Context: an optimization exercise on an open-source flow, tuned for a short achievable clock period and few clock cycles per item. The choices shown serve that exercise and are no tape-out recipe.
Only simulation tests tie the RTL to the original design; equivalence was not proved.
In every run shown here, the design's own scripts or RTL, not TritonCTS, make the clock network.
The clock port is modelled as an ideal driver, which makes a skipped or thinned clock tree look cheaper than it is; a real chip needs a root buffer or a tree.
Power figures rest on the tool's default switching activity, not on a simulated workload.

File: design/flow/design.v
`timescale 1ns/100ps
package dll_tx_pkg;
  typedef logic [31:0] dword_t;
  typedef logic [3:0]  keep_t;
  typedef logic [11:0] seq_num_t;
  typedef logic [7:0]  hdr_credit_t;
  typedef logic [11:0] data_credit_t;
  typedef logic [9:0]  tlp_len_t;
  typedef logic [31:0] crc_t;
  typedef enum logic [2:0] {
    CC_NONE,
    CC_P_HDR,
    CC_P_DATA,
    CC_NP_HDR,
    CC_NP_DATA,
    CC_CPL_HDR,
    CC_CPL_DATA
  } credit_class_e;
  localparam logic [7:0] TK_MRD    = 8'h00;
  localparam logic [7:0] TK_MWR    = 8'h40;
  localparam logic [7:0] TK_IORD   = 8'h02;
  localparam logic [7:0] TK_IOWR   = 8'h42;
  localparam logic [7:0] TK_CFGRD0 = 8'h04;
  localparam logic [7:0] TK_CFGWR0 = 8'h44;
  localparam logic [7:0] TK_MSG    = 8'h30;
  localparam logic [7:0] TK_MSGD   = 8'h70;
  localparam logic [7:0] TK_CPL    = 8'h0A;
  localparam logic [7:0] TK_CPLD   = 8'h4A;
  localparam int DW_PER_DATA_CREDIT = 4;
  localparam crc_t CRC_POLY = 32'hEDB88320;
endpackage
`timescale 1ns/100ps
module stream_skid_buffer
#(
  parameter int W = 33
) (
  input  logic         clk_i,
  input  logic         rst_i,
  input  logic [W-1:0] up_data,
  input  logic         up_valid,
  output logic         up_ready,
  output logic [W-1:0] dn_data,
  output logic         dn_valid,
  input  logic         dn_ready
);
  logic [W-1:0] main_data_q, hold_data_q, skid_data_q, next_data_alt;
  logic         main_valid_q, skid_valid_q;
  logic         ready_q, busy_q;
  logic         up_fire;
  logic         dn_free;
  logic         skid_valid_d;
  assign up_fire = up_valid && !busy_q;
  assign dn_free = !main_valid_q || dn_ready;
  assign skid_valid_d = dn_free ? 1'b0 : (skid_valid_q || up_fire);
  assign next_data_alt = ({W{skid_valid_q}} & skid_data_q) | ({W{!skid_valid_q}} & up_data);
  always_ff @(posedge clk_i) begin
    if (rst_i) begin
      main_valid_q <= 1'b0;
      skid_valid_q <= 1'b0;
      ready_q      <= 1'b0;
      busy_q       <= 1'b1;
    end else begin
      if (dn_free) begin
        main_valid_q <= skid_valid_q || up_fire;
      end
      skid_valid_q <= skid_valid_d;
      ready_q      <= !skid_valid_d;
      busy_q       <= skid_valid_d;
    end
  end
  always_ff @(posedge clk_i) begin
    main_data_q <= dn_free ? (skid_valid_q ? skid_data_q : up_data) : hold_data_q;
    if (dn_free) begin
      hold_data_q <= next_data_alt;
    end
    if (!skid_valid_q) begin
      skid_data_q <= up_data;
    end
  end
  assign up_ready = ready_q;
  assign dn_data  = main_data_q;
  assign dn_valid = main_valid_q;
endmodule
module stream_out_buffer
#(
  parameter int W = 34
) (
  input  logic         clk_i,
  input  logic         rst_i,
  input  logic [W-1:0] up_data,
  input  logic         up_valid,
  output logic         up_ready,
  output logic [W-1:0] dn_data,
  output logic         dn_valid,
  input  logic         dn_ready
);
  logic [W-1:0] main_data_q, hold_data_q, skid_data_q, next_data, next_data_alt;
  logic         main_valid_q, hold_empty_q, skid_valid_q, next_valid;
  logic         ready_q, busy_q;
  logic         up_fire;
  logic         dn_free;
  logic         skid_valid_d;
  assign up_fire = up_valid && !busy_q;
  assign dn_free = hold_empty_q || dn_ready;
  assign skid_valid_d = dn_free ? 1'b0 : (skid_valid_q || up_fire);
  assign next_data  = skid_valid_q ? skid_data_q : up_data;
  assign next_valid = skid_valid_q || up_fire;
  assign next_data_alt = ({W{skid_valid_q}} & skid_data_q) | ({W{!skid_valid_q}} & up_data);
  always_ff @(posedge clk_i) begin
    if (rst_i) begin
      main_valid_q <= 1'b0;
      hold_empty_q <= 1'b1;
      skid_valid_q <= 1'b0;
      ready_q      <= 1'b0;
      busy_q       <= 1'b1;
    end else begin
      main_valid_q <= dn_free ? next_valid : !hold_empty_q;
      hold_empty_q <= dn_free ? !next_valid : hold_empty_q;
      skid_valid_q <= skid_valid_d;
      ready_q      <= !skid_valid_d;
      busy_q       <= skid_valid_d;
    end
  end
  always_ff @(posedge clk_i) begin
    main_data_q <= dn_free ? next_data : hold_data_q;
    if (dn_free) begin
      hold_data_q <= next_data_alt;
    end
    if (!skid_valid_q) begin
      skid_data_q <= up_data;
    end
  end
  assign up_ready = ready_q;
  assign dn_data  = main_data_q;
  assign dn_valid = main_valid_q;
endmodule
`timescale 1ns/100ps
module fc_credit_gate
(
  input  logic         clk_i,
  input  logic         rst_i,
  input  logic         update_fc_i,
  input  dll_tx_pkg::hdr_credit_t  fc_ph_i,
  input  dll_tx_pkg::hdr_credit_t  fc_nph_i,
  input  dll_tx_pkg::hdr_credit_t  fc_cplh_i,
  input  dll_tx_pkg::data_credit_t fc_pd_i,
  input  dll_tx_pkg::data_credit_t fc_npd_i,
  input  dll_tx_pkg::data_credit_t fc_cpld_i,
  input  dll_tx_pkg::dword_t       hdr_dw0_i,   
  input  logic         take_i,      
  output logic         room_o       
);
  dll_tx_pkg::hdr_credit_t  hlim_q [3];
  dll_tx_pkg::hdr_credit_t  hused_q[3];
  dll_tx_pkg::data_credit_t dlim_q [3];
  dll_tx_pkg::data_credit_t dused_q[3];
  logic [6:0]               slo_q  [3];         
  logic [5:0]               shi0_q [3], shi1_q[3];  
  logic [6:0]               dlo_q  [3];         
  logic [5:0]               dhi0_q [3], dhi1_q[3];  
  dll_tx_pkg::data_credit_t dav    [3];
  logic                     room_q, rst_q, take_q;
  logic [1:0]               gap_q;
  logic                     gap_ok;
  logic [2:0]               hneed_q, dneed_q;    
  logic                     one_q;               
  logic [7:0]               dreq_q;
  logic [2:0]               hok_q, cmp_q, nz_q;
  logic [7:0]               kind;
  logic [7:0]               len_credits;
  logic [2:0]               hneed, dneed;
  logic                     one;
  logic [5:0]               ok;
  assign kind        = hdr_dw0_i[7:0];
  assign len_credits = {hdr_dw0_i[17:16], hdr_dw0_i[31:26]};
  always_comb begin
    hneed = 3'b000;
    dneed = 3'b000;
    unique case (kind)
      dll_tx_pkg::TK_MRD, dll_tx_pkg::TK_IORD, dll_tx_pkg::TK_CFGRD0: hneed = 3'b010;
      dll_tx_pkg::TK_IOWR, dll_tx_pkg::TK_CFGWR0: begin hneed = 3'b010; dneed = 3'b010; end
      dll_tx_pkg::TK_MWR, dll_tx_pkg::TK_MSGD:    begin hneed = 3'b001; dneed = 3'b001; end
      dll_tx_pkg::TK_MSG:                         hneed = 3'b001;
      dll_tx_pkg::TK_CPL:                         hneed = 3'b100;
      dll_tx_pkg::TK_CPLD:                        begin hneed = 3'b100; dneed = 3'b100; end
      default: ;
    endcase
    one = dneed[1] || len_credits == '0;
  end
  always_comb begin
    for (int c = 0; c < 3; c++) begin
      dav[c] = {dlo_q[c][6] ? dhi1_q[c] : dhi0_q[c], dlo_q[c][5:0]};
    end
  end
  always_ff @(posedge clk_i) begin
    hneed_q <= hneed;
    dneed_q <= dneed;
    one_q   <= one;
    dreq_q  <= one ? 8'd1 : len_credits;
    for (int c = 0; c < 3; c++) begin
      hok_q[c] <= hlim_q[c] != hused_q[c];
      cmp_q[c] <= (dav[c][11:8] != '0) || (dav[c][7:0] >= len_credits);
      nz_q[c]  <= dav[c] != '0;
    end
  end
  always_comb begin
    for (int c = 0; c < 3; c++) begin
      ok[c]     = !hneed_q[c] || hok_q[c];
      ok[3 + c] = !dneed_q[c] || (one_q ? nz_q[c] : cmp_q[c]);
    end
  end
  assign gap_ok = gap_q == 2'd3;
  always_ff @(posedge clk_i) begin
    rst_q  <= rst_i;
    take_q <= take_i;
    room_q <= (&ok) && gap_ok && !take_i;
  end
  always_ff @(posedge clk_i) begin
    if (rst_i) begin
      gap_q <= 2'd0;
    end else if (take_i) begin
      gap_q <= 2'd0;
    end else if (!gap_ok) begin
      gap_q <= gap_q + 2'd1;
    end
  end
  always_ff @(posedge clk_i) begin
    if (update_fc_i) begin
      hlim_q[0] <= fc_ph_i;
      hlim_q[1] <= fc_nph_i;
      hlim_q[2] <= fc_cplh_i;
      dlim_q[0] <= fc_pd_i;
      dlim_q[1] <= fc_npd_i;
      dlim_q[2] <= fc_cpld_i;
    end else if (rst_q) begin
      for (int c = 0; c < 3; c++) begin
        hlim_q[c] <= '0;
        dlim_q[c] <= '0;
      end
    end
    for (int c = 0; c < 3; c++) begin
      if (rst_q) begin
        hused_q[c] <= '0;
        dused_q[c] <= '0;
      end else begin
        if (take_q && hneed_q[c]) hused_q[c] <= hused_q[c] + dll_tx_pkg::hdr_credit_t'(1);
        if (take_q && dneed_q[c]) dused_q[c] <= {slo_q[c][6] ? shi1_q[c] : shi0_q[c], slo_q[c][5:0]};
      end
      slo_q[c]  <= {1'b0, dused_q[c][5:0]} + {1'b0, dreq_q[5:0]};
      shi0_q[c] <= dused_q[c][11:6] + {4'h0, dreq_q[7:6]};
      shi1_q[c] <= dused_q[c][11:6] + {4'h0, dreq_q[7:6]} + 6'd1;
      dlo_q[c]  <= {1'b0, dlim_q[c][5:0]} + {1'b0, ~dused_q[c][5:0]} + 7'd1;
      dhi0_q[c] <= dlim_q[c][11:6] + ~dused_q[c][11:6];
      dhi1_q[c] <= dlim_q[c][11:6] + ~dused_q[c][11:6] + 6'd1;
    end
  end
  assign room_o = room_q;
endmodule
`timescale 1ns/100ps
module lcrc_dword_term
(
  input  dll_tx_pkg::dword_t d_i,
  output dll_tx_pkg::crc_t   p_o,
  output dll_tx_pkg::crc_t   q_o
);
  assign p_o[0] = d_i[1] ^ d_i[4] ^ d_i[11] ^ d_i[12] ^ d_i[13] ^ d_i[15];
  assign p_o[1] = d_i[0] ^ d_i[2] ^ d_i[3] ^ d_i[4] ^ d_i[5] ^ d_i[9] ^ d_i[10] ^ d_i[11] ^ d_i[15];
  assign p_o[2] = d_i[2] ^ d_i[5] ^ d_i[8] ^ d_i[11] ^ d_i[12] ^ d_i[13];
  assign p_o[3] = d_i[4] ^ d_i[5] ^ d_i[7] ^ d_i[9] ^ d_i[11] ^ d_i[12] ^ d_i[14] ^ d_i[15];
  assign p_o[4] = d_i[0] ^ d_i[1] ^ d_i[3] ^ d_i[4] ^ d_i[6] ^ d_i[7] ^ d_i[11] ^ d_i[12] ^ d_i[14] ^ d_i[15];
  assign p_o[5] = d_i[0] ^ d_i[1] ^ d_i[3] ^ d_i[4] ^ d_i[5] ^ d_i[7] ^ d_i[9] ^ d_i[11];
  assign p_o[6] = d_i[0] ^ d_i[2] ^ d_i[3] ^ d_i[4] ^ d_i[5] ^ d_i[6] ^ d_i[7] ^ d_i[11] ^ d_i[12] ^ d_i[13];
  assign p_o[7] = d_i[1] ^ d_i[7] ^ d_i[8] ^ d_i[12] ^ d_i[13] ^ d_i[15];
  assign p_o[8] = d_i[1] ^ d_i[3] ^ d_i[4] ^ d_i[13] ^ d_i[14];
  assign p_o[9] = d_i[3] ^ d_i[5] ^ d_i[6] ^ d_i[7] ^ d_i[8] ^ d_i[9] ^ d_i[15];
  assign p_o[10] = d_i[0] ^ d_i[1] ^ d_i[3] ^ d_i[4] ^ d_i[12] ^ d_i[13] ^ d_i[14];
  assign p_o[11] = d_i[0] ^ d_i[9] ^ d_i[13];
  assign p_o[12] = d_i[0] ^ d_i[1] ^ d_i[3] ^ d_i[8] ^ d_i[13] ^ d_i[14] ^ d_i[15];
  assign p_o[13] = d_i[0] ^ d_i[2] ^ d_i[6] ^ d_i[8] ^ d_i[15];
  assign p_o[14] = d_i[1] ^ d_i[3] ^ d_i[6] ^ d_i[7] ^ d_i[9] ^ d_i[11] ^ d_i[15];
  assign p_o[15] = d_i[0] ^ d_i[1] ^ d_i[2] ^ d_i[3] ^ d_i[4] ^ d_i[5] ^ d_i[8] ^ d_i[13] ^ d_i[14] ^ d_i[15];
  assign p_o[16] = d_i[0] ^ d_i[1] ^ d_i[2] ^ d_i[3] ^ d_i[5] ^ d_i[6] ^ d_i[7] ^ d_i[11] ^ d_i[13] ^ d_i[14];
  assign p_o[17] = d_i[2] ^ d_i[8] ^ d_i[12] ^ d_i[13];
  assign p_o[18] = d_i[0] ^ d_i[3] ^ d_i[7] ^ d_i[9] ^ d_i[14];
  assign p_o[19] = d_i[1] ^ d_i[2] ^ d_i[3] ^ d_i[4] ^ d_i[6] ^ d_i[9] ^ d_i[12] ^ d_i[13] ^ d_i[14] ^ d_i[15];
  assign p_o[20] = d_i[3] ^ d_i[6] ^ d_i[7] ^ d_i[8] ^ d_i[9] ^ d_i[12] ^ d_i[13] ^ d_i[15];
  assign p_o[21] = d_i[0] ^ d_i[1] ^ d_i[3] ^ d_i[4] ^ d_i[12] ^ d_i[13] ^ d_i[15];
  assign p_o[22] = d_i[0] ^ d_i[1] ^ d_i[2] ^ d_i[4] ^ d_i[7] ^ d_i[8] ^ d_i[11] ^ d_i[13] ^ d_i[15];
  assign p_o[23] = d_i[2] ^ d_i[3] ^ d_i[4] ^ d_i[5] ^ d_i[7] ^ d_i[8] ^ d_i[9] ^ d_i[12] ^ d_i[14] ^ d_i[15];
  assign p_o[24] = d_i[1] ^ d_i[3] ^ d_i[4] ^ d_i[7] ^ d_i[13] ^ d_i[14] ^ d_i[15];
  assign p_o[25] = d_i[2] ^ d_i[3] ^ d_i[5] ^ d_i[8] ^ d_i[9] ^ d_i[11] ^ d_i[13];
  assign p_o[26] = d_i[0] ^ d_i[2] ^ d_i[3] ^ d_i[5] ^ d_i[7] ^ d_i[9] ^ d_i[11] ^ d_i[14] ^ d_i[15];
  assign p_o[27] = d_i[0] ^ d_i[1] ^ d_i[3] ^ d_i[5] ^ d_i[6] ^ d_i[11] ^ d_i[15];
  assign p_o[28] = d_i[2] ^ d_i[3] ^ d_i[4] ^ d_i[5] ^ d_i[7] ^ d_i[8] ^ d_i[13] ^ d_i[14] ^ d_i[15];
  assign p_o[29] = d_i[1] ^ d_i[3] ^ d_i[4] ^ d_i[5] ^ d_i[6] ^ d_i[7] ^ d_i[8] ^ d_i[11] ^ d_i[12] ^ d_i[13];
  assign p_o[30] = d_i[8] ^ d_i[12] ^ d_i[13] ^ d_i[14] ^ d_i[15];
  assign p_o[31] = d_i[1] ^ d_i[4] ^ d_i[5] ^ d_i[6] ^ d_i[8] ^ d_i[11] ^ d_i[12] ^ d_i[13];
  assign q_o[0] = d_i[24] ^ d_i[26] ^ d_i[28] ^ d_i[30];
  assign q_o[1] = d_i[16] ^ d_i[20] ^ d_i[21] ^ d_i[24] ^ d_i[26] ^ d_i[31];
  assign q_o[2] = d_i[18] ^ d_i[19] ^ d_i[20] ^ d_i[21] ^ d_i[22] ^ d_i[25] ^ d_i[27] ^ d_i[28] ^ d_i[29];
  assign q_o[3] = d_i[16] ^ d_i[17] ^ d_i[19] ^ d_i[21] ^ d_i[24] ^ d_i[25] ^ d_i[27] ^ d_i[30];
  assign q_o[4] = d_i[16] ^ d_i[18] ^ d_i[23] ^ d_i[24] ^ d_i[31];
  assign q_o[5] = d_i[17] ^ d_i[18] ^ d_i[19] ^ d_i[26] ^ d_i[30];
  assign q_o[6] = d_i[16] ^ d_i[18] ^ d_i[20] ^ d_i[23] ^ d_i[24] ^ d_i[25] ^ d_i[27] ^ d_i[30];
  assign q_o[7] = d_i[16] ^ d_i[18] ^ d_i[19] ^ d_i[20] ^ d_i[22] ^ d_i[23] ^ d_i[24] ^ d_i[27] ^ d_i[28] ^ d_i[29];
  assign q_o[8] = d_i[21] ^ d_i[22] ^ d_i[23] ^ d_i[26] ^ d_i[27] ^ d_i[28];
  assign q_o[9] = d_i[16] ^ d_i[17] ^ d_i[18] ^ d_i[23] ^ d_i[26] ^ d_i[27] ^ d_i[28] ^ d_i[29] ^ d_i[30] ^ d_i[31];
  assign q_o[10] = d_i[17] ^ d_i[19] ^ d_i[20] ^ d_i[25] ^ d_i[26] ^ d_i[27] ^ d_i[30];
  assign q_o[11] = d_i[17] ^ d_i[18] ^ d_i[21] ^ d_i[22] ^ d_i[25] ^ d_i[27] ^ d_i[31];
  assign q_o[12] = d_i[17] ^ d_i[19] ^ d_i[21] ^ d_i[23] ^ d_i[24] ^ d_i[25] ^ d_i[30];
  assign q_o[13] = d_i[16] ^ d_i[17] ^ d_i[19] ^ d_i[20] ^ d_i[22] ^ d_i[24] ^ d_i[29];
  assign q_o[14] = d_i[19] ^ d_i[20] ^ d_i[22] ^ d_i[23] ^ d_i[25] ^ d_i[26] ^ d_i[27] ^ d_i[28] ^ d_i[29] ^ d_i[30] ^ d_i[31];
  assign q_o[15] = d_i[16] ^ d_i[18] ^ d_i[19] ^ d_i[20] ^ d_i[21] ^ d_i[22] ^ d_i[23] ^ d_i[24] ^ d_i[28] ^ d_i[29] ^ d_i[30] ^ d_i[31];
  assign q_o[16] = d_i[16] ^ d_i[17] ^ d_i[18] ^ d_i[21] ^ d_i[22] ^ d_i[24] ^ d_i[27] ^ d_i[30];
  assign q_o[17] = d_i[27] ^ d_i[28] ^ d_i[29] ^ d_i[31];
  assign q_o[18] = d_i[16] ^ d_i[18] ^ d_i[19] ^ d_i[20] ^ d_i[21] ^ d_i[22] ^ d_i[24] ^ d_i[26] ^ d_i[28] ^ d_i[29] ^ d_i[30] ^ d_i[31];
  assign q_o[19] = d_i[16] ^ d_i[21] ^ d_i[23] ^ d_i[24] ^ d_i[27] ^ d_i[28] ^ d_i[30];
  assign q_o[20] = d_i[18] ^ d_i[20] ^ d_i[26] ^ d_i[29] ^ d_i[30] ^ d_i[31];
  assign q_o[21] = d_i[16] ^ d_i[18] ^ d_i[19] ^ d_i[20] ^ d_i[23] ^ d_i[25] ^ d_i[26] ^ d_i[27] ^ d_i[28] ^ d_i[30];
  assign q_o[22] = d_i[17] ^ d_i[18] ^ d_i[21] ^ d_i[27] ^ d_i[29] ^ d_i[31];
  assign q_o[23] = d_i[16] ^ d_i[18] ^ d_i[21] ^ d_i[22] ^ d_i[23] ^ d_i[24] ^ d_i[25] ^ d_i[27] ^ d_i[28] ^ d_i[29];
  assign q_o[24] = d_i[18] ^ d_i[20] ^ d_i[21] ^ d_i[22] ^ d_i[23] ^ d_i[24] ^ d_i[27] ^ d_i[28];
  assign q_o[25] = d_i[16] ^ d_i[18] ^ d_i[21] ^ d_i[22] ^ d_i[23] ^ d_i[24];
  assign q_o[26] = d_i[17] ^ d_i[18] ^ d_i[19] ^ d_i[21] ^ d_i[22] ^ d_i[25] ^ d_i[26] ^ d_i[27] ^ d_i[28] ^ d_i[29] ^ d_i[30] ^ d_i[31];
  assign q_o[27] = d_i[17] ^ d_i[21] ^ d_i[22] ^ d_i[23] ^ d_i[24] ^ d_i[26] ^ d_i[27] ^ d_i[28] ^ d_i[29] ^ d_i[31];
  assign q_o[28] = d_i[16] ^ d_i[17] ^ d_i[20] ^ d_i[21] ^ d_i[23] ^ d_i[24] ^ d_i[25] ^ d_i[26] ^ d_i[31];
  assign q_o[29] = d_i[16] ^ d_i[18] ^ d_i[19] ^ d_i[20] ^ d_i[23] ^ d_i[24] ^ d_i[26] ^ d_i[27] ^ d_i[31];
  assign q_o[30] = d_i[19] ^ d_i[20] ^ d_i[22] ^ d_i[25] ^ d_i[31];
  assign q_o[31] = d_i[17] ^ d_i[18] ^ d_i[19] ^ d_i[20] ^ d_i[21] ^ d_i[22] ^ d_i[25] ^ d_i[27] ^ d_i[29];
endmodule
module lcrc_seq_term
(
  input  dll_tx_pkg::seq_num_t seq_i,
  output dll_tx_pkg::crc_t     y0_o
);
  assign y0_o[0] = 1'b1 ^ seq_i[1] ^ seq_i[3] ^ seq_i[5] ^ seq_i[9] ^ seq_i[10] ^ seq_i[11];
  assign y0_o[1] = seq_i[0] ^ seq_i[1] ^ seq_i[2] ^ seq_i[3] ^ seq_i[4] ^ seq_i[5] ^ seq_i[6] ^ seq_i[9] ^ seq_i[10] ^ seq_i[11];
  assign y0_o[2] = 1'b1 ^ seq_i[0] ^ seq_i[1] ^ seq_i[2] ^ seq_i[3] ^ seq_i[5] ^ seq_i[7] ^ seq_i[8] ^ seq_i[9] ^ seq_i[10] ^ seq_i[11];
  assign y0_o[3] = 1'b1 ^ seq_i[1] ^ seq_i[3] ^ seq_i[4] ^ seq_i[5] ^ seq_i[10] ^ seq_i[11];
  assign y0_o[4] = 1'b1 ^ seq_i[0] ^ seq_i[5] ^ seq_i[6] ^ seq_i[8] ^ seq_i[10];
  assign y0_o[5] = seq_i[0] ^ seq_i[1] ^ seq_i[3] ^ seq_i[5] ^ seq_i[7] ^ seq_i[8] ^ seq_i[9] ^ seq_i[11];
  assign y0_o[6] = 1'b1 ^ seq_i[2] ^ seq_i[6] ^ seq_i[9] ^ seq_i[10] ^ seq_i[11];
  assign y0_o[7] = 1'b1 ^ seq_i[0] ^ seq_i[5] ^ seq_i[6] ^ seq_i[8] ^ seq_i[9] ^ seq_i[11];
  assign y0_o[8] = seq_i[0] ^ seq_i[1] ^ seq_i[4] ^ seq_i[8] ^ seq_i[9];
  assign y0_o[9] = 1'b1 ^ seq_i[2] ^ seq_i[3] ^ seq_i[4];
  assign y0_o[10] = seq_i[1] ^ seq_i[2] ^ seq_i[4] ^ seq_i[6] ^ seq_i[7] ^ seq_i[8] ^ seq_i[11];
  assign y0_o[11] = 1'b1 ^ seq_i[2] ^ seq_i[5] ^ seq_i[6] ^ seq_i[10];
  assign y0_o[12] = 1'b1 ^ seq_i[5] ^ seq_i[7] ^ seq_i[11];
  assign y0_o[13] = seq_i[0] ^ seq_i[1] ^ seq_i[6] ^ seq_i[9] ^ seq_i[11];
  assign y0_o[14] = seq_i[0] ^ seq_i[5] ^ seq_i[8] ^ seq_i[9] ^ seq_i[11];
  assign y0_o[15] = 1'b1 ^ seq_i[1] ^ seq_i[2] ^ seq_i[3] ^ seq_i[4] ^ seq_i[5] ^ seq_i[6] ^ seq_i[7] ^ seq_i[11];
  assign y0_o[16] = 1'b1 ^ seq_i[0] ^ seq_i[1] ^ seq_i[3] ^ seq_i[4] ^ seq_i[6] ^ seq_i[7] ^ seq_i[8] ^ seq_i[9];
  assign y0_o[17] = seq_i[0] ^ seq_i[3] ^ seq_i[6] ^ seq_i[8] ^ seq_i[9] ^ seq_i[10];
  assign y0_o[18] = 1'b1 ^ seq_i[3] ^ seq_i[4] ^ seq_i[5] ^ seq_i[7];
  assign y0_o[19] = seq_i[0] ^ seq_i[2] ^ seq_i[4] ^ seq_i[5] ^ seq_i[6] ^ seq_i[7] ^ seq_i[8] ^ seq_i[10] ^ seq_i[11];
  assign y0_o[20] = 1'b1 ^ seq_i[0] ^ seq_i[3] ^ seq_i[4] ^ seq_i[6] ^ seq_i[8];
  assign y0_o[21] = 1'b1 ^ seq_i[2] ^ seq_i[5] ^ seq_i[6] ^ seq_i[7] ^ seq_i[10];
  assign y0_o[22] = seq_i[2] ^ seq_i[4] ^ seq_i[5] ^ seq_i[6] ^ seq_i[8] ^ seq_i[9];
  assign y0_o[23] = 1'b1 ^ seq_i[1] ^ seq_i[7] ^ seq_i[11];
  assign y0_o[24] = 1'b1 ^ seq_i[0] ^ seq_i[1] ^ seq_i[3] ^ seq_i[4] ^ seq_i[5] ^ seq_i[8] ^ seq_i[10];
  assign y0_o[25] = 1'b1 ^ seq_i[0] ^ seq_i[3] ^ seq_i[4] ^ seq_i[10];
  assign y0_o[26] = seq_i[0] ^ seq_i[1] ^ seq_i[3] ^ seq_i[5] ^ seq_i[8] ^ seq_i[9] ^ seq_i[11];
  assign y0_o[27] = 1'b1 ^ seq_i[1] ^ seq_i[2] ^ seq_i[3] ^ seq_i[4] ^ seq_i[5] ^ seq_i[6] ^ seq_i[7] ^ seq_i[9] ^ seq_i[10] ^ seq_i[11];
  assign y0_o[28] = 1'b1 ^ seq_i[0] ^ seq_i[2] ^ seq_i[3] ^ seq_i[4] ^ seq_i[5] ^ seq_i[7] ^ seq_i[9];
  assign y0_o[29] = 1'b1 ^ seq_i[0] ^ seq_i[1] ^ seq_i[2] ^ seq_i[7] ^ seq_i[8] ^ seq_i[9];
  assign y0_o[30] = seq_i[0] ^ seq_i[2] ^ seq_i[3] ^ seq_i[7] ^ seq_i[8] ^ seq_i[10] ^ seq_i[11];
  assign y0_o[31] = 1'b1 ^ seq_i[1] ^ seq_i[7] ^ seq_i[11];
endmodule
module lcrc_step
(
  input  dll_tx_pkg::crc_t y_i,
  output dll_tx_pkg::crc_t cy_o
);
  assign cy_o[0] = y_i[31];
  assign cy_o[1] = y_i[0] ^ y_i[31];
  assign cy_o[2] = y_i[1] ^ y_i[31];
  assign cy_o[3] = y_i[2];
  assign cy_o[4] = y_i[3] ^ y_i[31];
  assign cy_o[5] = y_i[4] ^ y_i[31];
  assign cy_o[6] = y_i[5];
  assign cy_o[7] = y_i[6] ^ y_i[31];
  assign cy_o[8] = y_i[7] ^ y_i[31];
  assign cy_o[9] = y_i[8];
  assign cy_o[10] = y_i[9] ^ y_i[31];
  assign cy_o[11] = y_i[10] ^ y_i[31];
  assign cy_o[12] = y_i[11] ^ y_i[31];
  assign cy_o[13] = y_i[12];
  assign cy_o[14] = y_i[13];
  assign cy_o[15] = y_i[14];
  assign cy_o[16] = y_i[15] ^ y_i[31];
  assign cy_o[17] = y_i[16];
  assign cy_o[18] = y_i[17];
  assign cy_o[19] = y_i[18];
  assign cy_o[20] = y_i[19];
  assign cy_o[21] = y_i[20];
  assign cy_o[22] = y_i[21] ^ y_i[31];
  assign cy_o[23] = y_i[22] ^ y_i[31];
  assign cy_o[24] = y_i[23];
  assign cy_o[25] = y_i[24];
  assign cy_o[26] = y_i[25] ^ y_i[31];
  assign cy_o[27] = y_i[26];
  assign cy_o[28] = y_i[27];
  assign cy_o[29] = y_i[28];
  assign cy_o[30] = y_i[29];
  assign cy_o[31] = y_i[30];
endmodule
module lcrc_out
(
  input  dll_tx_pkg::crc_t y_i,
  output dll_tx_pkg::crc_t lo_o,
  output dll_tx_pkg::crc_t hi_o
);
  assign lo_o[0] = ~(y_i[2] ^ y_i[4] ^ y_i[6] ^ y_i[7] ^ y_i[10] ^ y_i[11] ^ y_i[12] ^ y_i[15]);
  assign lo_o[1] = ~(y_i[2] ^ y_i[3] ^ y_i[4] ^ y_i[5] ^ y_i[6] ^ y_i[9] ^ y_i[13]);
  assign lo_o[2] = ~(y_i[1] ^ y_i[7] ^ y_i[8] ^ y_i[10] ^ y_i[11] ^ y_i[12] ^ y_i[13] ^ y_i[15]);
  assign lo_o[3] = ~(y_i[1] ^ y_i[11] ^ y_i[13]);
  assign lo_o[4] = ~(y_i[1] ^ y_i[2] ^ y_i[6] ^ y_i[12]);
  assign lo_o[5] = ~(y_i[4] ^ y_i[5] ^ y_i[9] ^ y_i[10] ^ y_i[11]);
  assign lo_o[6] = ~(y_i[1] ^ y_i[4] ^ y_i[5] ^ y_i[7] ^ y_i[8] ^ y_i[10] ^ y_i[12] ^ y_i[13] ^ y_i[14]);
  assign lo_o[7] = ~(y_i[1] ^ y_i[3] ^ y_i[5] ^ y_i[6] ^ y_i[9] ^ y_i[10] ^ y_i[11] ^ y_i[12] ^ y_i[13] ^ y_i[15]);
  assign lo_o[8] = ~(y_i[3] ^ y_i[4] ^ y_i[5] ^ y_i[6] ^ y_i[7] ^ y_i[8] ^ y_i[9] ^ y_i[11] ^ y_i[12] ^ y_i[15]);
  assign lo_o[9] = ~(y_i[3] ^ y_i[7] ^ y_i[8] ^ y_i[9] ^ y_i[12] ^ y_i[13]);
  assign lo_o[10] = ~(y_i[0] ^ y_i[2] ^ y_i[4] ^ y_i[5] ^ y_i[11] ^ y_i[14]);
  assign lo_o[11] = ~(y_i[1] ^ y_i[5] ^ y_i[7] ^ y_i[10] ^ y_i[11] ^ y_i[12] ^ y_i[14]);
  assign lo_o[12] = ~(y_i[3] ^ y_i[9] ^ y_i[11] ^ y_i[15]);
  assign lo_o[13] = ~(y_i[1] ^ y_i[2] ^ y_i[3] ^ y_i[4] ^ y_i[6] ^ y_i[7] ^ y_i[8] ^ y_i[10] ^ y_i[12]);
  assign lo_o[14] = ~(y_i[3] ^ y_i[4] ^ y_i[7] ^ y_i[9] ^ y_i[11] ^ y_i[13] ^ y_i[14]);
  assign lo_o[15] = ~(y_i[1] ^ y_i[6] ^ y_i[8] ^ y_i[11] ^ y_i[13] ^ y_i[14]);
  assign lo_o[16] = ~(y_i[1] ^ y_i[2] ^ y_i[3] ^ y_i[7] ^ y_i[8] ^ y_i[10] ^ y_i[12] ^ y_i[13] ^ y_i[15]);
  assign lo_o[17] = ~(y_i[2] ^ y_i[8] ^ y_i[9] ^ y_i[11] ^ y_i[14]);
  assign lo_o[18] = ~(y_i[2] ^ y_i[4] ^ y_i[6] ^ y_i[8] ^ y_i[10] ^ y_i[11] ^ y_i[12] ^ y_i[14]);
  assign lo_o[19] = ~(y_i[1] ^ y_i[2] ^ y_i[3] ^ y_i[4] ^ y_i[5] ^ y_i[6] ^ y_i[8] ^ y_i[9] ^ y_i[11] ^ y_i[13] ^ y_i[14]);
  assign lo_o[20] = ~(y_i[3] ^ y_i[4] ^ y_i[6] ^ y_i[8] ^ y_i[9] ^ y_i[10] ^ y_i[11] ^ y_i[12] ^ y_i[13]);
  assign lo_o[21] = ~(y_i[4] ^ y_i[5] ^ y_i[11]);
  assign lo_o[22] = ~(y_i[2] ^ y_i[3] ^ y_i[4] ^ y_i[5] ^ y_i[6] ^ y_i[7] ^ y_i[10] ^ y_i[15]);
  assign lo_o[23] = ~(y_i[3] ^ y_i[8] ^ y_i[9] ^ y_i[12]);
  assign lo_o[24] = ~(y_i[1] ^ y_i[5] ^ y_i[7] ^ y_i[8] ^ y_i[10] ^ y_i[11]);
  assign lo_o[25] = ~(y_i[1] ^ y_i[4] ^ y_i[8] ^ y_i[11] ^ y_i[12] ^ y_i[13] ^ y_i[15]);
  assign lo_o[26] = ~(y_i[1] ^ y_i[2] ^ y_i[11] ^ y_i[12] ^ y_i[13] ^ y_i[15]);
  assign lo_o[27] = ~(y_i[4] ^ y_i[5] ^ y_i[8] ^ y_i[9] ^ y_i[12] ^ y_i[13] ^ y_i[14] ^ y_i[15]);
  assign lo_o[28] = ~(y_i[2] ^ y_i[3] ^ y_i[8] ^ y_i[12] ^ y_i[13] ^ y_i[15]);
  assign lo_o[29] = ~(y_i[2] ^ y_i[3] ^ y_i[5] ^ y_i[7] ^ y_i[8] ^ y_i[10] ^ y_i[12] ^ y_i[15]);
  assign lo_o[30] = ~(y_i[2] ^ y_i[5] ^ y_i[7] ^ y_i[10] ^ y_i[11] ^ y_i[12] ^ y_i[15]);
  assign lo_o[31] = ~(y_i[2] ^ y_i[3] ^ y_i[4] ^ y_i[5] ^ y_i[9] ^ y_i[10] ^ y_i[11] ^ y_i[13] ^ y_i[14]);
  assign hi_o[0] = y_i[16] ^ y_i[17] ^ y_i[20] ^ y_i[22] ^ y_i[24] ^ y_i[27] ^ y_i[28] ^ y_i[29] ^ y_i[30] ^ y_i[31];
  assign hi_o[1] = y_i[17] ^ y_i[18] ^ y_i[19] ^ y_i[22] ^ y_i[23] ^ y_i[25] ^ y_i[28] ^ y_i[31];
  assign hi_o[2] = y_i[19] ^ y_i[20] ^ y_i[26] ^ y_i[29] ^ y_i[31];
  assign hi_o[3] = y_i[21] ^ y_i[23] ^ y_i[25] ^ y_i[26] ^ y_i[27] ^ y_i[28] ^ y_i[30] ^ y_i[31];
  assign hi_o[4] = y_i[16] ^ y_i[19] ^ y_i[21] ^ y_i[22] ^ y_i[24] ^ y_i[28] ^ y_i[30];
  assign hi_o[5] = y_i[16] ^ y_i[17] ^ y_i[18] ^ y_i[19] ^ y_i[21] ^ y_i[23] ^ y_i[24] ^ y_i[26] ^ y_i[27] ^ y_i[28] ^ y_i[30];
  assign hi_o[6] = y_i[19] ^ y_i[21] ^ y_i[23] ^ y_i[24] ^ y_i[28] ^ y_i[29] ^ y_i[30] ^ y_i[31];
  assign hi_o[7] = y_i[17] ^ y_i[19] ^ y_i[21] ^ y_i[23] ^ y_i[24] ^ y_i[25] ^ y_i[27] ^ y_i[31];
  assign hi_o[8] = y_i[16] ^ y_i[17] ^ y_i[18] ^ y_i[20] ^ y_i[21] ^ y_i[22] ^ y_i[25] ^ y_i[26] ^ y_i[29] ^ y_i[30];
  assign hi_o[9] = y_i[17] ^ y_i[18] ^ y_i[19] ^ y_i[20] ^ y_i[21] ^ y_i[22] ^ y_i[23] ^ y_i[25] ^ y_i[26] ^ y_i[27] ^ y_i[29] ^ y_i[30];
  assign hi_o[10] = y_i[16] ^ y_i[18] ^ y_i[26] ^ y_i[27] ^ y_i[29] ^ y_i[30] ^ y_i[31];
  assign hi_o[11] = y_i[16] ^ y_i[17] ^ y_i[20] ^ y_i[22] ^ y_i[25] ^ y_i[27] ^ y_i[28] ^ y_i[29] ^ y_i[30];
  assign hi_o[12] = y_i[17] ^ y_i[18] ^ y_i[19] ^ y_i[20] ^ y_i[21] ^ y_i[22] ^ y_i[26] ^ y_i[29] ^ y_i[30] ^ y_i[31];
  assign hi_o[13] = y_i[16] ^ y_i[18] ^ y_i[22] ^ y_i[23] ^ y_i[27] ^ y_i[29] ^ y_i[31];
  assign hi_o[14] = y_i[18] ^ y_i[20] ^ y_i[21] ^ y_i[22] ^ y_i[26] ^ y_i[28] ^ y_i[30];
  assign hi_o[15] = y_i[16] ^ y_i[17] ^ y_i[20] ^ y_i[22] ^ y_i[23] ^ y_i[29];
  assign hi_o[16] = y_i[18] ^ y_i[19] ^ y_i[21] ^ y_i[22] ^ y_i[23] ^ y_i[24] ^ y_i[26] ^ y_i[27] ^ y_i[31];
  assign hi_o[17] = y_i[21] ^ y_i[22] ^ y_i[23] ^ y_i[25] ^ y_i[26] ^ y_i[29] ^ y_i[31];
  assign hi_o[18] = y_i[16] ^ y_i[17] ^ y_i[18] ^ y_i[20] ^ y_i[21] ^ y_i[22] ^ y_i[23] ^ y_i[25] ^ y_i[26] ^ y_i[27] ^ y_i[29];
  assign hi_o[19] = y_i[16] ^ y_i[19] ^ y_i[21] ^ y_i[24] ^ y_i[26] ^ y_i[28] ^ y_i[29] ^ y_i[30];
  assign hi_o[20] = y_i[16] ^ y_i[17] ^ y_i[19] ^ y_i[20] ^ y_i[21] ^ y_i[24] ^ y_i[25] ^ y_i[27] ^ y_i[30] ^ y_i[31];
  assign hi_o[21] = y_i[16] ^ y_i[21] ^ y_i[22] ^ y_i[24] ^ y_i[25] ^ y_i[26] ^ y_i[28] ^ y_i[29] ^ y_i[30] ^ y_i[31];
  assign hi_o[22] = y_i[21] ^ y_i[22] ^ y_i[24] ^ y_i[25] ^ y_i[26] ^ y_i[28] ^ y_i[30];
  assign hi_o[23] = y_i[16] ^ y_i[17] ^ y_i[19] ^ y_i[20] ^ y_i[21] ^ y_i[23] ^ y_i[24];
  assign hi_o[24] = y_i[16] ^ y_i[19] ^ y_i[21] ^ y_i[23] ^ y_i[25] ^ y_i[26] ^ y_i[27] ^ y_i[28] ^ y_i[29] ^ y_i[30] ^ y_i[31];
  assign hi_o[25] = y_i[18] ^ y_i[19] ^ y_i[22] ^ y_i[23] ^ y_i[24] ^ y_i[25] ^ y_i[26] ^ y_i[27] ^ y_i[28] ^ y_i[29];
  assign hi_o[26] = y_i[18] ^ y_i[19] ^ y_i[20] ^ y_i[23] ^ y_i[28] ^ y_i[29];
  assign hi_o[27] = y_i[16] ^ y_i[17] ^ y_i[18] ^ y_i[21] ^ y_i[22];
  assign hi_o[28] = y_i[16] ^ y_i[17] ^ y_i[18] ^ y_i[20] ^ y_i[21] ^ y_i[22] ^ y_i[23] ^ y_i[28] ^ y_i[29] ^ y_i[30] ^ y_i[31];
  assign hi_o[29] = y_i[20] ^ y_i[23] ^ y_i[25] ^ y_i[26] ^ y_i[28] ^ y_i[30] ^ y_i[31];
  assign hi_o[30] = y_i[17] ^ y_i[18] ^ y_i[19] ^ y_i[20] ^ y_i[22] ^ y_i[24] ^ y_i[25] ^ y_i[27] ^ y_i[29] ^ y_i[30];
  assign hi_o[31] = y_i[16] ^ y_i[18] ^ y_i[20] ^ y_i[22] ^ y_i[23] ^ y_i[27] ^ y_i[29] ^ y_i[31];
endmodule
`timescale 1ns/100ps
module tlp_framer
#(
  parameter dll_tx_pkg::seq_num_t SEQ_INIT = '0
) (
  input  logic      clk_i,
  input  logic      rst_i,
  input  dll_tx_pkg::dword_t    in_data,
  input  logic      in_valid,
  input  logic      in_last,
  output logic      in_ready,
  output dll_tx_pkg::dword_t    out_data,
  output logic      out_valid,
  output logic      out_last,
  input  logic      out_ready,
  output dll_tx_pkg::dword_t    hdr_dw0_o,
  output logic      take_o,
  input  logic      room_i
);
  logic               adv, consume, take, emit, hdr_go;
  logic               st_lo_q, st_hi_q;      
  logic               first_q;               
  logic               fresh_q, fresh2_q;     
  dll_tx_pkg::seq_num_t seq_q;
  logic [15:0]        carry_q;
  dll_tx_pkg::dword_t word;
  dll_tx_pkg::dword_t p1_data_q, p2_data_q;
  logic               p1_valid_q, p1_lo_q, p1_hi_q;
  logic               p2_valid_q, p2_lo_q, p2_hi_q;
  dll_tx_pkg::crc_t   p_d, q_d, p_q, q_q;
  logic               pq_valid_q, pq_first_q;
  dll_tx_pkg::crc_t   y_q, cy, y0_d, y0_q, lcrc_lo_d, lcrc_hi_d, lcrc_lo_q, lcrc_hi_q, lcrc;
  assign adv      = out_ready;
  assign hdr_go   = room_i && !fresh_q && !fresh2_q;
  assign consume  = adv && !st_lo_q && !st_hi_q && in_valid && (!first_q || hdr_go);
  assign take     = consume && first_q;
  assign emit     = consume || st_lo_q || st_hi_q;
  assign in_ready = consume;
  assign take_o   = take;
  always_comb begin
    if (st_lo_q) begin
      word = {16'h0, carry_q};
    end else if (st_hi_q) begin
      word = '0;
    end else if (first_q) begin
      word = {in_data[15:0], seq_q[7:0], 4'h0, seq_q[11:8]};
    end else begin
      word = {in_data[15:0], carry_q};
    end
  end
  always_ff @(posedge clk_i) begin
    if (rst_i) begin
      st_lo_q    <= 1'b0;
      st_hi_q    <= 1'b0;
      first_q    <= 1'b1;
      fresh_q    <= 1'b1;
      fresh2_q   <= 1'b1;
      seq_q      <= SEQ_INIT;
      p1_valid_q <= 1'b0;
      p2_valid_q <= 1'b0;
      pq_valid_q <= 1'b0;
    end else begin
      fresh_q  <= consume || !in_valid;
      fresh2_q <= fresh_q;
      if (consume) begin
        first_q <= in_last;
      end
      if (adv) begin
        st_lo_q    <= consume && in_last;
        st_hi_q    <= st_lo_q;
        p1_valid_q <= emit;
        p2_valid_q <= p1_valid_q;
        pq_valid_q <= consume;
        if (pq_valid_q && pq_first_q) begin
          seq_q <= seq_q + dll_tx_pkg::seq_num_t'(1);
        end
      end
    end
  end
  lcrc_dword_term lcrc_dword_term_i (
    .d_i (in_data),
    .p_o (p_d),
    .q_o (q_d)
  );
  lcrc_seq_term lcrc_seq_term_i (
    .seq_i (seq_q),
    .y0_o  (y0_d)
  );
  lcrc_step lcrc_step_i (
    .y_i  (y_q),
    .cy_o (cy)
  );
  lcrc_out lcrc_out_i (
    .y_i  (y_q),
    .lo_o (lcrc_lo_d),
    .hi_o (lcrc_hi_d)
  );
  always_ff @(posedge clk_i) begin
    y0_q <= y0_d;
    lcrc_lo_q <= lcrc_lo_d;
    lcrc_hi_q <= lcrc_hi_d;
    if (consume) begin
      carry_q <= in_data[31:16];
    end
    if (adv) begin
      p1_data_q  <= word;
      p1_lo_q    <= st_lo_q;
      p1_hi_q    <= st_hi_q;
      p2_data_q  <= p1_data_q;
      p2_lo_q    <= p1_lo_q;
      p2_hi_q    <= p1_hi_q;
      p_q        <= p_d;
      q_q        <= q_d;
      pq_first_q <= first_q;
      if (pq_valid_q) begin
        y_q <= (pq_first_q ? y0_q : cy) ^ p_q ^ q_q;
      end
    end
  end
  assign out_valid = p2_valid_q;
  assign out_last  = p2_hi_q;
  assign lcrc      = lcrc_lo_q ^ lcrc_hi_q;
  assign out_data  = p2_lo_q ? {lcrc[15:0], p2_data_q[15:0]} :
                     p2_hi_q ? {16'h0, lcrc[31:16]} : p2_data_q;
  assign hdr_dw0_o = in_data;
endmodule
`timescale 1ns/100ps
module dll_tx_top
#(
  parameter dll_tx_pkg::seq_num_t SEQ_INIT = '0
) (
  input  logic         clk_i,
  input  logic         rst_i,
  input  dll_tx_pkg::dword_t       s_tdata_i,
  input  logic         s_tvalid_i,
  input  logic         s_tlast_i,
  output logic         s_tready_o,
  output dll_tx_pkg::dword_t       m_tdata_o,
  output dll_tx_pkg::keep_t        m_tkeep_o,
  output logic         m_tvalid_o,
  output logic         m_tlast_o,
  input  logic         m_tready_i,
  output dll_tx_pkg::seq_num_t     seq_num_o,
  input  logic         update_fc_i,
  input  dll_tx_pkg::hdr_credit_t  fc_ph_i,
  input  dll_tx_pkg::hdr_credit_t  fc_nph_i,
  input  dll_tx_pkg::hdr_credit_t  fc_cplh_i,
  input  dll_tx_pkg::data_credit_t fc_pd_i,
  input  dll_tx_pkg::data_credit_t fc_npd_i,
  input  dll_tx_pkg::data_credit_t fc_cpld_i
);
  dll_tx_pkg::dword_t in_data,  out_data;
  logic   in_valid, out_valid;
  logic   in_last,  out_last;
  logic   in_ready, out_ready;
  logic   m_khi2, m_khi3;
  dll_tx_pkg::dword_t hdr_dw0;
  logic   take, room;
  dll_tx_pkg::seq_num_t oseq_q, oseq_hold_n_q, oseq_inc_q;
  logic   oseq_inc;
  stream_skid_buffer #(.W(33)) in_buf_i (
    .clk_i    (clk_i),
    .rst_i    (rst_i),
    .up_data  ({s_tlast_i, s_tdata_i}),
    .up_valid (s_tvalid_i),
    .up_ready (s_tready_o),
    .dn_data  ({in_last, in_data}),
    .dn_valid (in_valid),
    .dn_ready (in_ready)
  );
  tlp_framer #(.SEQ_INIT(SEQ_INIT)) tlp_framer_i (
    .clk_i     (clk_i),
    .rst_i     (rst_i),
    .in_data   (in_data),
    .in_valid  (in_valid),
    .in_last   (in_last),
    .in_ready  (in_ready),
    .out_data  (out_data),
    .out_valid (out_valid),
    .out_last  (out_last),
    .out_ready (out_ready),
    .hdr_dw0_o (hdr_dw0),
    .take_o    (take),
    .room_i    (room)
  );
  fc_credit_gate fc_credit_gate_i (
    .clk_i       (clk_i),
    .rst_i       (rst_i),
    .update_fc_i (update_fc_i),
    .fc_ph_i     (fc_ph_i),
    .fc_nph_i    (fc_nph_i),
    .fc_cplh_i   (fc_cplh_i),
    .fc_pd_i     (fc_pd_i),
    .fc_npd_i    (fc_npd_i),
    .fc_cpld_i   (fc_cpld_i),
    .hdr_dw0_i   (hdr_dw0),
    .take_i      (take),
    .room_o      (room)
  );
  stream_out_buffer #(.W(35)) out_buf_i (
    .clk_i    (clk_i),
    .rst_i    (rst_i),
    .up_data  ({!out_last, !out_last, out_last, out_data}),
    .up_valid (out_valid),
    .up_ready (out_ready),
    .dn_data  ({m_khi3, m_khi2, m_tlast_o, m_tdata_o}),
    .dn_valid (m_tvalid_o),
    .dn_ready (m_tready_i)
  );
  assign m_tkeep_o = {m_khi3, m_khi2, 2'b11};
  assign oseq_inc = out_valid && out_ready && out_last;
  always_ff @(posedge clk_i) begin
    if (rst_i) begin
      oseq_q        <= SEQ_INIT;
      oseq_hold_n_q <= ~SEQ_INIT;
    end else begin
      oseq_q        <= oseq_inc ? oseq_inc_q : ~oseq_hold_n_q;
      oseq_hold_n_q <= oseq_inc ? ~oseq_inc_q : oseq_hold_n_q;
    end
  end
  always_ff @(posedge clk_i) begin
    oseq_inc_q <= ~oseq_hold_n_q + dll_tx_pkg::seq_num_t'(1);
  end
  assign seq_num_o = oseq_q;
endmodule
File: design/flow/flow/run.sh
#!/bin/bash
# Standard ORFS layout (the standard.sh), with the clock tree rebuilt
# right after CTS by clock_tree.tcl (hooked in as POST_CTS_TCL): the clock
# port drives four root buffers, each root drives eight leaf buffers, and
# each leaf drives an equal, compact group of flip-flops. Everything else,
# synthesis included, is the standard flow.
set -euo pipefail
work=$(pwd)
export POST_CTS_TCL="$work/flow/clock_tree.tcl"
bash standard.sh > "$work/standard_flow.log" 2>&1
File: design/flow/flow/clock_tree.tcl

set clk_roots 4
set clk_leaves 8

proc ct_tree_sinks_and_cells {net} {
  set sinks {}; set cells {}; set nets {}
  set todo [list $net]
  while {[llength $todo]} {
    set n [lindex $todo 0]; set todo [lrange $todo 1 end]
    foreach it [$n getITerms] {
      if {[$it getIoType] ne "INPUT"} continue
      set inst [$it getInst]
      set m [[$inst getMaster] getName]
      if {[regexp {^sky130_fd_sc_hd__(clkbuf|clkinv|inv|bufinv|buf_|clkdlybuf)} $m]} {
        lappend cells $inst
        foreach ot [$inst getITerms] {
          if {[$ot getIoType] eq "OUTPUT" && [$ot getNet] ne "NULL"} {
            lappend nets [$ot getNet]
            lappend todo [$ot getNet]
          }
        }
      } else {
        lappend sinks $it
      }
    }
  }
  return [list $sinks $cells $nets]
}

# items: list of {x y payload}; returns K groups (K a power of 2)
proc ct_bisect {items K} {
  if {$K <= 1} { return [list $items] }
  set xs [lsort -integer -index 0 $items]
  set ys [lsort -integer -index 1 $items]
  set dx [expr {[lindex $xs end 0] - [lindex $xs 0 0]}]
  set dy [expr {[lindex $ys end 1] - [lindex $ys 0 1]}]
  set s [expr {$dx >= $dy ? $xs : $ys}]
  set h [expr {[llength $s] / 2}]
  set k [expr {$K / 2}]
  return [concat [ct_bisect [lrange $s 0 [expr {$h - 1}]] $k] [ct_bisect [lrange $s $h end] $k]]
}

proc ct_centroid {items} {
  set x 0.0; set y 0.0
  foreach i $items { set x [expr {$x + [lindex $i 0]}]; set y [expr {$y + [lindex $i 1]}] }
  set n [llength $items]
  return [list [expr {int($x / $n)}] [expr {int($y / $n)}]]
}

proc ct_buffer {name x y in out} {
  set block [ord::get_db_block]
  set bm [[ord::get_db] findMaster sky130_fd_sc_hd__clkbuf_16]
  set b [odb::dbInst_create $block $bm $name]
  $b setLocation $x $y
  $b setPlacementStatus PLACED
  [$b findITerm A] connect $in
  [$b findITerm X] connect $out
  return $b
}

proc ct_net {name} {
  set n [odb::dbNet_create [ord::get_db_block] $name]
  $n setSigType CLOCK
  return $n
}

proc ct_build {M L} {
  set block [ord::get_db_block]
  set clk [[$block findBTerm clk_i] getNet]
  lassign [ct_tree_sinks_and_cells $clk] sinks cells nets
  foreach it $sinks { $it disconnect }
  foreach c $cells {
    foreach it [$c getITerms] { if {[$it getNet] ne "NULL"} { $it disconnect } }
    odb::dbInst_destroy $c
  }
  foreach n $nets { odb::dbNet_destroy $n }
  set items {}
  foreach it $sinks {
    set b [[$it getInst] getBBox]
    lappend items [list [expr {([$b xMin] + [$b xMax]) / 2}] [expr {([$b yMin] + [$b yMax]) / 2}] $it]
  }
  set sizes {}
  set m 0
  foreach grp [ct_bisect $items $M] {
    set leaves [ct_bisect $grp $L]
    set pts {}
    foreach lf $leaves { lappend pts [ct_centroid $lf] }
    lassign [ct_centroid $pts] mx my
    set rnet [ct_net clknet_root_$m]
    ct_buffer clkbuf_root_$m $mx $my $clk $rnet
    set l 0
    foreach lf $leaves {
      lassign [ct_centroid $lf] cx cy
      set lnet [ct_net clknet_leaf_${m}_$l]
      ct_buffer clkbuf_leaf_${m}_$l $cx $cy $rnet $lnet
      foreach i $lf { [lindex $i 2] connect $lnet }
      lappend sizes [llength $lf]
      incr l
    }
    incr m
  }
  puts "clock_tree.tcl: $M roots x $L leaves, [llength $sinks] sinks, leaf sizes [lsort -integer -unique $sizes], replaced [llength $cells] tree cells"
}

ct_build $clk_roots $clk_leaves
detailed_placement
estimate_parasitics -placement
report_clock_latency
repair_timing_helper
detailed_placement
check_placement -verbose
estimate_parasitics -placement
report_clock_latency
report_worst_slack -max
report_worst_slack -min
File: design/flow/standard.sh
#!/bin/bash
# synth_recipe.tcl (not shown) runs the flow's synth.tcl, then flattens the netlist and writes it again
# the make line also repeats each setting of config.mk as NAME=value (left out here)
make -C /OpenROAD-flow-scripts/flow DESIGN_CONFIG=/design/flow/config.mk WORK_HOME=/design/flow/orfs CLKGATE_MAP_FILE= SYNTH_SCRIPT=/design/flow/synth_recipe.tcl "${@:-finish}"
File: design/flow/config.mk
export PLATFORM = sky130hd
export DESIGN_NAME = dll_tx_top
export DESIGN_NICKNAME = dll_tx_top
export VERILOG_FILES = /design/flow/design.v
export SDC_FILE = /design/flow/constraint.sdc
export NUM_CORES = 4
export LEC_CHECK = 0
export CAP_MARGIN = 20
export CORE_MARGIN = 2
export CORE_UTILIZATION = 55
export PLACE_DENSITY = 0.7
export SETUP_SLACK_MARGIN = 3.6
export SLEW_MARGIN = 20
File: design/flow/constraint.sdc
create_clock -name core_clock -period 5.5 [get_ports {clk_i}]
set_input_delay 1.1000 -clock core_clock [delete_from_list [all_inputs] [get_ports {clk_i}]]
set_output_delay 1.1000 -clock core_clock [all_outputs]
set_load 0.01 [all_outputs]
==> results of run 1 <==
==> power breakdown <==
part / total [mW] / switching (mW) / internal (mW)
clock: 2.88 / 1.70 / 1.18
sequential: 7.25 / 0.332 / 6.92
combinational: 2.24 / 1.15 / 1.08
==> Yosys cell counts, drive strengths merged (4+ instances only) <==
master    n
inv     136
nor3     20
or4       7
nor2    117
nand2b    9
o21bai   14
nand2   116
xnor2   499
o21ai    57
nand3    27
nor2b     9
o22ai     4
a22oi    13
or2       4
nor4     12
mux2i    46
ha      104
a221oi   15
edfxtp  309
fa       12
xor2    223
a211oi   20
a21oi    95
or4b      4
dfxtp   499
nand4    12
a21o     24
a211o    12
mux2    108
buf      81
o211ai    5
clkbuf   64
and2     83
and3     15
or3       4
==> worst max path at each step <==
stage / slack (ns) / endpoint / cells after the start / start
2_1_floorplan: 2.72 / in_buf_i.main_data_q[28]$_DFF_P_ / 7 / out_buf_i.ready_q$_SDFF_PP0_
3_3_place_gp: 2.63 / out_buf_i.main_data_q[32]$_DFF_P_ / 3 / m_tready_i
3_5_place_dp: 2.58 / in_buf_i.main_data_q[21]$_DFF_P_ / 4 / tlp_framer_i.st_lo_q$_SDFFE_PP0P_
5_1_grt: 3.50 / oseq_q[5]$_SDFF_PP0_ / 4 / tlp_framer_i.p2_hi_q$_DFFE_PP_
6_report: 3.55 / seq_num_o[4] / 1 / oseq_q[4]$_SDFF_PP0_
==> final cells by class <==
class / instances / area share, %
Timing Repair Buffer: 212 / 5.14
Tap cell: 837 / 2.74
Sequential cell: 808 / 50.7
Buffer: 36 / 2.36
Multi-Input combinational cell: 1725 / 37.7
Inverter: 136 / 1.35
==> registers in the layout, summed over array words and instances (netlist names), 21 cells and up <==
| signal | flops |
|---|---|
| fc_credit_gate_i.dlim_q | 36 |
| fc_credit_gate_i.dlo_q | 21 |
| fc_credit_gate_i.dused_q | 36 |
| fc_credit_gate_i.hlim_q | 24 |
| fc_credit_gate_i.hused_q | 24 |
| fc_credit_gate_i.slo_q | 21 |
| in_buf_i.hold_data_q | 33 |
| in_buf_i.main_data_q | 33 |
| in_buf_i.skid_data_q | 33 |
| out_buf_i.hold_data_q | 35 |
| out_buf_i.main_data_q | 35 |
| out_buf_i.skid_data_q | 35 |
| tlp_framer_i.lcrc_hi_q | 32 |
| tlp_framer_i.lcrc_lo_q | 32 |
| tlp_framer_i.p1_data_q | 32 |
| tlp_framer_i.p2_data_q | 32 |
| tlp_framer_i.p_q | 32 |
| tlp_framer_i.q_q | 32 |
| tlp_framer_i.y0_q | 31 |
| tlp_framer_i.y_q | 32 |
==> metal layers <==
layer	vias to the layer above	track usage (%)	part of all wire (%)
met5	-	0	0
met4	0	6.83	2.8
met3	88	2.17	3.0
met2	344	41.5	52
met1	9446	28.1	42
li1	9500	-	-
==> kinds of logic (layout without fill, tap and decap cells) <==
| group | after synthesis | count (layout) | share of synthesized area, % |
|---|---|---|---|
| other cells | 1 | 2 | 0.0110 |
| simple gates | 446 | 459 | 6.41 |
| xor+xnor | 722 | 722 | 19.3 |
| buf+inv | 281 | 384 | 3.51 |
| fa+ha+maj | 116 | 116 | 4.51 |
| mux | 154 | 154 | 4.95 |
| flops | 808 | 808 | 56.4 |
| compound gates | 272 | 272 | 4.98 |
==> metrics by stage <==
step	power (mW)	instance area [µm²]	std cells	setup slack [ns]	util, %
2_1_floorplan	8.78	34300	2801	2.72	-
3_3_place_gp	9.43	36100	3647	2.63	58.6
3_5_place_dp	9.49	36100	3647	2.58	58.6
5_1_grt	12.9	38200	3754	3.50	62.0
6_report	12.4	38200	3754	3.55	62.0
==> flow_metrics.py, run 1 <==
metrics = {
    "run_status": {
        "status": "timing/DRC/antenna clean",
    },
    "timing": {
        "fmax_mhz": 514,
        "finalSetupViolCount": 0,
        "finalClockSkew_ns": 0.0296,
        "worst_pin_slew_ns": 0.784,
        "slew_viol_final": 0,
        "fin_setup_tns_ns": 0,
        "fin_crit_sh_pct": 35.4,
        "holdWs_ns": 0.415,
        "hold_violations": 0,
        "slew_headroom_pct": 47.7,
        "fin_crit_ns": 1.95,
        "grt_setup_unrepaired": "true",
    },
    "worst_setup_path": {
        "crit_arrival_ns": 0.85,
        "cpPeakStageDelay_ns": 0.33,
        "rr_endpoint": "out_buf_i.main_data_q[1]$_DFF_P_",
        "crit_fanout": 1,
        "criticalPathCategory": "flop to output port",
        "cp_slowest_cell": "dfxtp_1",
        "critPathRequiredTime_ns": 4.40,
        "cp_cell_sequence": "buf_2",
        "start_kind": "flop",
        "r2r-start": "tlp_framer_i.p2_lo_q$_DFFE_PP_",
        "endpoint_kind": "output port",
        "reg2regPathDepth": 5,
        "critPathBufInv": 1,
        "r2r_slack_ns": 3.60,
        "critical_path.top_delay_family": "flip-flops",
    },
    "global_route": {
        "first_global_vias": 19600,
        "grt_max_degree": 76,
        "gr-usage-all-layers_pct": 22.6,
        "antenna_found_initial": 0,
        "grt.overflow.total": 0,
        "grt_first_pass_wirelength_mm": 111,
    },
    "cells_and_area": {
        "drive_above_1_share_pct": 15.3,
        "fin_nets": 3133,
        "n_antenna_cell": 0,
        "mostFrequentLayoutCells": "xnor2_1 (462), dfxtp_1 (435), edfxtp_1 (309)",
        "nFillCells": 4755,
        "layout_commonest_cell": "xnor2_1",
        "area_growth_pct": 11.7,
        "ff_latch_area_um2": 19400,
        "multi_input_area_um2": 14400,
    },
    "yosys": {
        "synth_cells": 2800,
        "yosys.area.top_type": "dfxtp_1",
        "syn-cell-area_um2": 34200,
        "synth_cell_type_count": 60,
        "yosysSeqAreaShare_pct": 56.4,
        "avgSynthCellArea_um2": 12.2,
        "ys.flop_type": "dfxtp_1",
        "ys_top_cells_by_area": "dfxtp_1 (29%), edfxtp_1 (27%), xnor2_1 (12%), xor2_1 (5.4%), ha_1 (3.8%)",
        "synth_edf_count": 309,
        "yosys_register_bits": 808,
        "synth-warning-count": 16,
        "async_flop_share_pct": 0,
        "netlist.area_leader.share_pct": 29.2,
    },
    "placement": {
        "io_buffers": 146,
        "place_congestion": 0.885,
        "dpl.hpwl_mm": 51.2,
    },
    "flow_run": {
        "maxCapViolCount": 0,
    },
    "route": {
        "dr_total_vias": 19400,
        "drt-total-wl_mm": 73.0,
        "drcViolationCount": 0,
        "viasPerCell": 5.16,
        "drt_iter0_markers": 1024,
        "wl_per_cell_um": 19.4,
        "drt-pass1-iter-count": 5,
        "postRouteAntennaNets": 0,
    },
    "cts": {
        "clkLatencyLatePin_ns": 0.40,
        "clk_pin_slew_worst_paths_ns": 0.10,
        "cts.sinks": 808,
    },
    "hold_path": {
        "hold_class": "flop to flop",
        "hold-path-endpoint": "tlp_framer_i.p2_data_q[13]$_DFFE_PP_",
        "hold_depth": 0,
        "min_from": "tlp_framer_i.p1_data_q[13]$_DFFE_PP_",
    },
    "floorplanning": {
        "die_w_um": 253,
        "row_count": 91,
        "initial_core_util_pct": 55.5,
        "core-area_um2": 61600,
        "die_h_um": 253,
        "dieArea_um2": 64200,
        "ios": 149,
    },
    "pwr": {
        "p_leak_nw": 14.7,
        "irDropWorstVdd_mv": 0.233,
        "p_per_area_nw_per_um2": 324,
    },
}
Testbench counts, summed over its fixed seeds: cycles 21,868, items 2,400.
==> run 2, diff against run 1 <==
--- a/design/flow/config.mk
+++ b/design/flow/config.mk
@@ -7,7 +7,7 @@
 export LEC_CHECK = 0
 export CAP_MARGIN = 20
 export CORE_MARGIN = 2
-export CORE_UTILIZATION = 55
-export PLACE_DENSITY = 0.7
+export CORE_UTILIZATION = 40
+export PLACE_DENSITY = 0.6
 export SETUP_SLACK_MARGIN = 3.6
 export SLEW_MARGIN = 20
==> run 2 against run 1 <==
Against the previous run:
- still clean on timing, DRC and antenna
- global-route usage shrank 5.8 points
- fmax grew 0.60%
- combinational power grew 4%
- core utilization shrank 16 points
==> flow_metrics.py, run 2 <==
metrics = {
    "hold_path": {
        "hold_class": "flop to flop",
    },
    "worst_setup_path": {
        "cp_cell_sequence": "buf_6",
        "crit_fanout": 1,
        "endpoint_kind": "output port",
        "criticalPathCategory": "flop to output port",
        "start_kind": "flop",
        "cp_slowest_cell": "dfxtp_2",
        "r2r-start": "in_buf_i.main_data_q[3]$_DFF_P_",
        "critPathBufInv": 1,
        "rr_endpoint": "tlp_framer_i.p_q[20]$_DFFE_PP_",
        "worstSetupStartpoint": "out_buf_i.main_data_q[6]$_DFF_P_",
        "critPathRequiredTime_ns": 4.40,
        "r2r_slack_ns": 3.62,
        "reg2regPathDepth": 5,
        "crit_arrival_ns": 0.83,
        "critical_path.top_delay_family": "flip-flops",
        "crit_cells": 1,
        "cpPeakStageDelay_ns": 0.33,
        "crit_end": "m_tdata_o[6]",
    },
    "global_route": {
        "gr-usage-all-layers_pct": 16.8,
        "grt_max_degree": 73,
        "grt.overflow.total": 0,
        "grt_first_pass_wirelength_mm": 114,
        "first_global_vias": 19900,
        "antenna_found_initial": 0,
    },
    "timing": {
        "hold_violations": 0,
        "worst_pin_slew_ns": 0.966,
        "fmax_mhz": 517,
        "finalClockSkew_ns": 0.0319,
        "slew_viol_final": 0,
        "fin_crit_ns": 1.93,
        "fin_crit_sh_pct": 35.2,
        "finalSetupViolCount": 0,
        "grt_setup_unrepaired": "true",
        "fin_setup_tns_ns": 0,
        "slew_headroom_pct": 35.6,
    },
    "route": {
        "viasPerCell": 4.76,
        "drcViolationCount": 0,
        "drt-pass1-iter-count": 5,
        "drt-total-wl_mm": 75.1,
        "postRouteAntennaNets": 0,
        "wl_per_cell_um": 18.4,
        "dr_total_vias": 19400,
        "drt_iter0_markers": 982,
    },
    "cells_and_area": {
        "reg.largest.list": "fc_credit_gate_i.dlim_q (36), fc_credit_gate_i.dused_q (36)",
        "area_growth_pct": 13.6,
        "final_util_pct": 45.8,
        "mostFrequentLayoutCells": "xnor2_1 (455), dfxtp_1 (428), edfxtp_1 (309)",
        "fin_nets": 3150,
        "n_antenna_cell": 0,
        "drive_above_1_share_pct": 16.5,
        "design_area_um2": 38800,
        "layout_commonest_cell": "xnor2_1",
    },
    "cts": {
        "clk_pin_slew_worst_paths_ns": 0.10,
        "clkLatencyLatePin_ns": 0.40,
        "cts.sinks": 808,
    },
    "yosys": {
        "ys_top_cells_by_area": "dfxtp_1 (29%), edfxtp_1 (27%), xnor2_1 (12%), xor2_1 (5.4%), ha_1 (3.8%)",
        "avgSynthCellArea_um2": 12.2,
        "synth_cell_type_count": 60,
        "synth_most_common_cell": "dfxtp_1",
        "async_flop_share_pct": 0,
        "yosys_register_bits": 808,
        "synth-warning-count": 16,
        "yosys.area.top_type": "dfxtp_1",
        "synthTopCellsByCount": "dfxtp_1 (499), xnor2_1 (485), edfxtp_1 (309)",
        "ys.flop_type": "dfxtp_1",
        "synth_edf_count": 309,
        "netlist.area_leader.share_pct": 29.2,
        "syn-cell-area_um2": 34200,
        "yosysSeqAreaShare_pct": 56.4,
        "synth_cells": 2800,
    },
    "placement": {
        "placed_area_um2": 36500,
        "dpl.hpwl_mm": 53.3,
        "place_congestion": 0.861,
        "io_buffers": 146,
    },
    "pwr": {
        "p_per_area_nw_per_um2": 320,
        "irDropWorstVdd_mv": 0.224,
        "p_leak_nw": 14.9,
    },
    "floorplanning": {
        "die_h_um": 296,
        "core-area_um2": 84900,
        "ios": 149,
        "dieArea_um2": 87800,
        "initial_core_util_pct": 40.3,
        "die_w_um": 296,
        "row_count": 107,
    },
    "run_status": {
        "status": "timing/DRC/antenna clean",
    },
    "flow_run": {
        "maxCapViolCount": 0,
    },
}
## run 2: cell counts after synthesis
Identical to the previous run, type by type.
## run 2: where the power goes
part	switching [mW]	internal (mW)	total (mW)
Clock	1.70	1.18	2.88
Combinational	1.21	1.11	2.32
Sequential	0.320	6.92	7.24
Total	3.23	9.21	12.4
## run 2: layout make-up
class                      instances  area, µm²
buffer                            36        901
sequential                       808      19400
tap                             1144       1430
multi-input combinational       1724      14500
inverter                         136        517
fill                            7670      46000
timing repair buffer             230       2130
## run 2: worst register-to-register path, cell delays in order (launching register included)
cell,delay [ns]
dfxtp_4,0.37
buf_4,0.16
xnor2_2,0.34
xor2_1,0.15
xnor2_1,0.35
xor2_1,0.31
## run 2: cells by family (layout without fill, tap and decap cells)
group                    after synthesis  after routing  share of synthesized area (%)
AO/OA/AOI/OAI                        272            272                           4.98
XOR/XNOR                             722            722                           19.3
adder cells (fa/ha/maj)              116            116                           4.51
buffers and inverters                281            402                           3.51
flip-flops                           808            808                           56.4
multiplexers                         154            154                           4.95
other                                  1              2                         0.0110
AND/OR/NAND/NOR                      446            458                           6.41
## run 2: worst min-delay path by stage
stage | startpoint | end | slack, ns | cells after the start
after global routing | tlp_framer_i.p1_data_q[23]$_SDFFCE_PP0P_ | tlp_framer_i.p2_data_q[23]$_DFFE_PP_ | 0.44 | 0
final | oseq_hold_n_q[0]$_SDFFE_PP1P_ | oseq_inc_q[0]$_DFF_P_ | 0.42 | 0
after floorplan | oseq_hold_n_q[0]$_SDFFE_PP1P_ | oseq_inc_q[0]$_DFF_P_ | 0.38 | 0
after global placement | oseq_hold_n_q[0]$_SDFFE_PP1P_ | oseq_inc_q[0]$_DFF_P_ | 0.39 | 0
after detailed placement | tlp_framer_i.p1_data_q[30]$_SDFFCE_PP0P_ | tlp_framer_i.p2_data_q[30]$_DFFE_PP_ | 0.40 | 0
## run 2: per-layer routing
metal | share of wire [%] | vias to the layer above | GRT usage [%]
li1 | - | 9533 | -
met1 | 45 | 9455 | 22.1
met2 | 50 | 335 | 29.5
met3 | 3.0 | 76 | 1.54
met4 | 2.8 | 0 | 5.01
met5 | 0 | - | 0
## run 2: through the flow
stage / hold WS (ns) / setup WS [ns] / power (mW) / cells
floorplan: 0.377 / 2.72 / 8.78 / 2801
global placement: 0.393 / 2.62 / 9.48 / 3951
detailed placement: 0.405 / 2.54 / 9.53 / 3951
global route: 0.436 / 3.52 / 13.0 / 4078
finish: 0.421 / 3.57 / 12.4 / 4078

## what the ideal ports hide
Ports are ideal in the flow. The routed layouts listed here were re-timed in OpenROAD.
Step 1, drivers: a clkbuf_16 drives clk_i and a buf_2 each remaining input, both assumed.
Step 2 also shifts input and output timing later by t, the mid clock arrival at the registers, as if the neighbouring blocks saw the same clock.
a / b / c = ideal / step 1 / step 2; a / b = the first two.
| run | t (ns) | setup slack, ns |
|---|---|---|
| run 1 | 0.511 | 3.554 / 3.426 / 3.208 |
| run 2 | 0.509 | 3.565 / 3.437 / 3.216 |
After both steps every run listed still meets setup and hold.
